Background: an optimization exercise with open tools, aiming at small area, a short achievable clock period and few clock cycles per item. Do not read the settings as production practice. Function was checked by simulation only, so behaviour that the tests miss may differ from the original.

Design mdct_resonator_bank, start of the top module:
module mdct_resonator_bank #(
    parameter int DW   = 32,
    parameter int CW   = 16,
    parameter int FRAC = 14,
    parameter int NCH  = 4,
    parameter int SAT  = 1,
    parameter int LW   = 16,
    localparam int CHW = (NCH > 1) ? $clog2(NCH) : 1
) (
    input  logic              clk_in,
    input  logic              rst_sys,
    input  logic              start,
    input  logic              abort,
    input  logic [LW-1:0]     frame_len,
    input  logic [NCH*CW-1:0] coef,
    input  logic [DW-1:0]     init_s1,
    input  logic [DW-1:0]     init_s2,
    input  logic              s_valid,
    output logic              s_ready,
    input  logic [DW-1:0]     s_data,
    output logic              m_valid,
    input  logic              m_ready,
    output logic [DW-1:0]     m_data,
    output logic [CHW-1:0]    m_chan,
    output logic              m_last,
    output logic              busy,
    output logic              done
);
export LEC_CHECK = 0
export CAP_MARGIN = 20
export CORE_MARGIN = 2
export CORE_UTILIZATION = 75
export CTS_BUF_LIST = sky130_fd_sc_hd__clkbuf_8 sky130_fd_sc_hd__clkbuf_16
export CTS_CLUSTER_DIAMETER = 80
export CTS_CLUSTER_SIZE = 20
export SLEW_MARGIN = 20
create_clock -name core_clock -period 13.0 [get_ports {clk_in}]
standard.sh (not shown) runs the stock make flow with config.mk's settings and CLKGATE_MAP_FILE= SYNTH_SCRIPT=/design/flow/synth_recipe.tcl, a recipe that flattens the netlist after the stock synthesis.
==> flow/flow/run.sh <==
#!/bin/bash
# Own layout flow: the standard flow (standard.sh) with two changes.
# 1. After the standard synthesis (unchanged), fapol.py removes the inverters
#    that adder extraction left between full-adder cells, by choosing which
#    full adders compute on complemented signals (a full adder is self-dual).
#    Registers and ports are untouched; the logic function is the same.
# 2. repair_timing is asked for a larger setup margin, so that the layout is
#    timed tighter than the 13 ns constraint demands, and the ports get plain
#    buffers. The SDC is not changed.
set -euo pipefail
source flow/params.sh
R=$PWD/orfs/results/sky130hd/mdct_resonator_bank/base
bash standard.sh synth > synth.log 2>&1
cp $R/1_2_yosys.v $R/1_2_yosys.std.v
python3 flow/fapol.py $R/1_2_yosys.std.v $R/1_2_yosys.fapol.v > fapol.log 2>&1
cp $R/1_2_yosys.fapol.v $R/1_2_yosys.v
rm -f $R/1_synth.odb $R/1_synth.sdc
bash standard.sh SETUP_SLACK_MARGIN=$MARGIN "BUFFER_PORTS_ARGS=-buffer_cell $PORTBUF" finish > standard.log 2>&1
==> flow/flow/params.sh <==
MARGIN=9.15
PORTBUF=sky130_fd_sc_hd__buf_1
Other scripts of this flow, unchanged in this note and not shown: flow/flow/fapol.py
Testbench counts at the start, summed over its fixed seeds: cycles 9,680, samples 4,452.
==> next run, changes <==
CORE_UTILIZATION = 65   (was 75)
Setup slack gains 13 ps.
Critical path depth grows by 3.
==> next run, changes <==
==> flow/flow/params.sh (replaced) <==
MARGIN=9.3
PORTBUF=sky130_fd_sc_hd__buf_1
CORE_UTILIZATION = 70   (was 65)
TNS_END_PERCENT = 50   (was unset)
- The changed run finished with timing, DRC and antenna clean
- non-clock buffer count rises by 29
- via count is higher by 2.4%
- global-route usage is higher by 4.1 points
- synthesized cell count is unchanged
- utilization increases by 6.5 points
- hold slack improves by 39 ps

* * *

## v31
mdct_resonator_bank again, from the RTL that the note above started with.
export LEC_CHECK = 0
export CAP_MARGIN = 20
export CORE_MARGIN = 2
export CORE_UTILIZATION = 70
export CTS_BUF_LIST = sky130_fd_sc_hd__clkbuf_8 sky130_fd_sc_hd__clkbuf_16
export CTS_CLUSTER_DIAMETER = 80
export CTS_CLUSTER_SIZE = 20
export SLEW_MARGIN = 20
export TNS_END_PERCENT = 50
create_clock -name core_clock -period 13.0 [get_ports {clk_in}]
Scripts as last shown in full above: flow/flow/run.sh
Other scripts of this flow, unchanged in this note and not shown: flow/flow/fapol.py, flow/flow/params.sh
v31: flow completed, timing, DRC and antenna clean
Testbench counts of v31, summed over its fixed seeds: cycles 9,680, samples 4,452.
diff inputs: v31 => v6
diff --git a/flow/config.mk b/flow/config.mk
--- a/flow/config.mk
+++ b/flow/config.mk
@@ -11,3 +11 @@
-export CTS_BUF_LIST = sky130_fd_sc_hd__clkbuf_8 sky130_fd_sc_hd__clkbuf_16
-export CTS_CLUSTER_DIAMETER = 80
-export CTS_CLUSTER_SIZE = 20
+export CTS_BUF_LIST = sky130_fd_sc_hd__clkbuf_4 sky130_fd_sc_hd__clkbuf_8
@@ -15 +12,0 @@
-export TNS_END_PERCENT = 50
In summary, v6 completed successfully, with a layout that passed the timing, DRC and antenna checks.
Higher sequential share of layout area among v31 and v6: v31
Compared to v31, v6 has maximum net fanout on the critical path 14 lower.
First-iteration DRC count (v31 / v6): 0.920
The standard cell with the maximum stage delay on the critical path comes out a211o_1 in one run and mux4_2 in the other, namely in v31 and v6 respectively.

* * *

Starting RTL as in the previous note.
==> flow/config.mk <==
export PLATFORM = sky130hd
export DESIGN_NAME = mdct_resonator_bank
export DESIGN_NICKNAME = mdct_resonator_bank
export VERILOG_FILES = /design/flow/design.v
export SDC_FILE = /design/flow/constraint.sdc
export NUM_CORES = 4
export LEC_CHECK = 0
export CAP_MARGIN = 20
export CORE_MARGIN = 2
export CORE_UTILIZATION = 70
export CTS_BUF_LIST = sky130_fd_sc_hd__clkbuf_4 sky130_fd_sc_hd__clkbuf_8
export SLEW_MARGIN = 20
==> flow/constraint.sdc <==
create_clock -name core_clock -period 13.0 [get_ports {clk_in}]
set_input_delay 2.6000 -clock core_clock [delete_from_list [all_inputs] [get_ports {clk_in}]]
set_output_delay 2.6000 -clock core_clock [all_outputs]
set_load 0.01 [all_outputs]
==> flow/flow/params.sh <==
MARGIN=9.0
PORTBUF=sky130_fd_sc_hd__buf_1
Scripts as last shown in full above: flow/flow/run.sh
Other scripts of this flow, unchanged in this note and not shown: flow/flow/fapol.py
Testbench counts at the start, summed over its fixed seeds: cycles 9,680, samples 4,452.
Next try:
==> flow/flow/params.sh (replaced) <==
MARGIN=9.25
PORTBUF=sky130_fd_sc_hd__buf_1
- CTS_BUF_LIST: sky130_fd_sc_hd__clkbuf_4 sky130_fd_sc_hd__clkbuf_8 -> sky130_fd_sc_hd__clkbuf_8 sky130_fd_sc_hd__clkbuf_16
- CTS_CLUSTER_DIAMETER: default -> 80
- CTS_CLUSTER_SIZE: default -> 20
Sequential share of layout area came out lower by 0.23 points.
First-iteration DRC count goes up by 6.8%.
Register-to-register slack improved by 190 ps.
Next try:
--- a/flow/flow/run.sh
+++ b/flow/flow/run.sh
@@ -17,2 +17,2 @@
 rm -f $R/1_synth.odb $R/1_synth.sdc
-bash standard.sh SETUP_SLACK_MARGIN=$MARGIN "BUFFER_PORTS_ARGS=-buffer_cell $PORTBUF" finish > standard.log 2>&1
+bash standard.sh SETUP_SLACK_MARGIN=$MARGIN "BUFFER_PORTS_ARGS=-buffer_cell $PORTBUF" $EXTRA finish > standard.log 2>&1
==> flow/flow/params.sh (replaced) <==
MARGIN=9.15
PORTBUF=sky130_fd_sc_hd__buf_1
EXTRA="REMOVE_ABC_BUFFERS=1"
- CTS_BUF_LIST: sky130_fd_sc_hd__clkbuf_8 sky130_fd_sc_hd__clkbuf_16 -> sky130_fd_sc_hd__clkbuf_4 sky130_fd_sc_hd__clkbuf_8
- CTS_CLUSTER_DIAMETER: 80 -> default
- CTS_CLUSTER_SIZE: 20 -> default
=> The changed run passed the timing, DRC and antenna checks. Register-to-register slack gets worse by 140 ps. Global-route usage drops by 1.4 points. Routed wire length shrinks by 3.1%. Core utilization went up by 0.38 points. Synthesized cell count does not change. Via count went down by 0.63%. Area after synthesis stays the same. Critical path depth went up by 1. Clock skew grows by 33 ps.

-- afterwards: timing with drivers on the ports --
In the flow no input, the clock included, has a driving cell. The finished layouts below were timed again as built, in two steps.
Step 1 assumes that a clkbuf_16 drives the clock port and a buf_2 every other input.
Step 2 adds t to the input delays and takes it off the output delays; t is the mean of the earliest and latest rising clock arrival at the registers after step 1. Input paths then give back, and output paths get back, about the clock's delay inside the block.
Three values: ideal, step 1, step 2; two values: the first two.
| run | t (ns) | slack for setup (ns) | worst data-port slew with drivers (ns) |
|---|---|---|---|
| the first run of note 1 | 0.649 | 8.988 / 8.999 / 8.349 | 0.15 |
| the second run of note 1 | 0.651 | 9.001 / 9.008 / 8.357 | 0.17 |
| the third run of note 1 | 0.655 | 8.988 / 9.011 / 8.356 | 0.16 |
| v31 | 0.643 | 9.014 / 9.026 / 8.383 | 0.15 |
| v6 | 0.770 | 9.107 / 9.066 / 8.370 | 0.15 |
| the first run of note 3 | 0.765 | 8.908 / 8.954 / 8.189 | 0.14 |
| the second run of note 3 | 0.698 | 9.035 / 9.043 / 8.345 | 0.14 |
| the third run of note 3 | 0.770 | 8.972 / 8.985 / 8.216 | 0.14 |
After both steps every run listed still meets setup and hold. For the third run of note 3, which loses most, drivers alone change the setup slack by +0.013 ns; drivers and shift together by -0.756 ns.
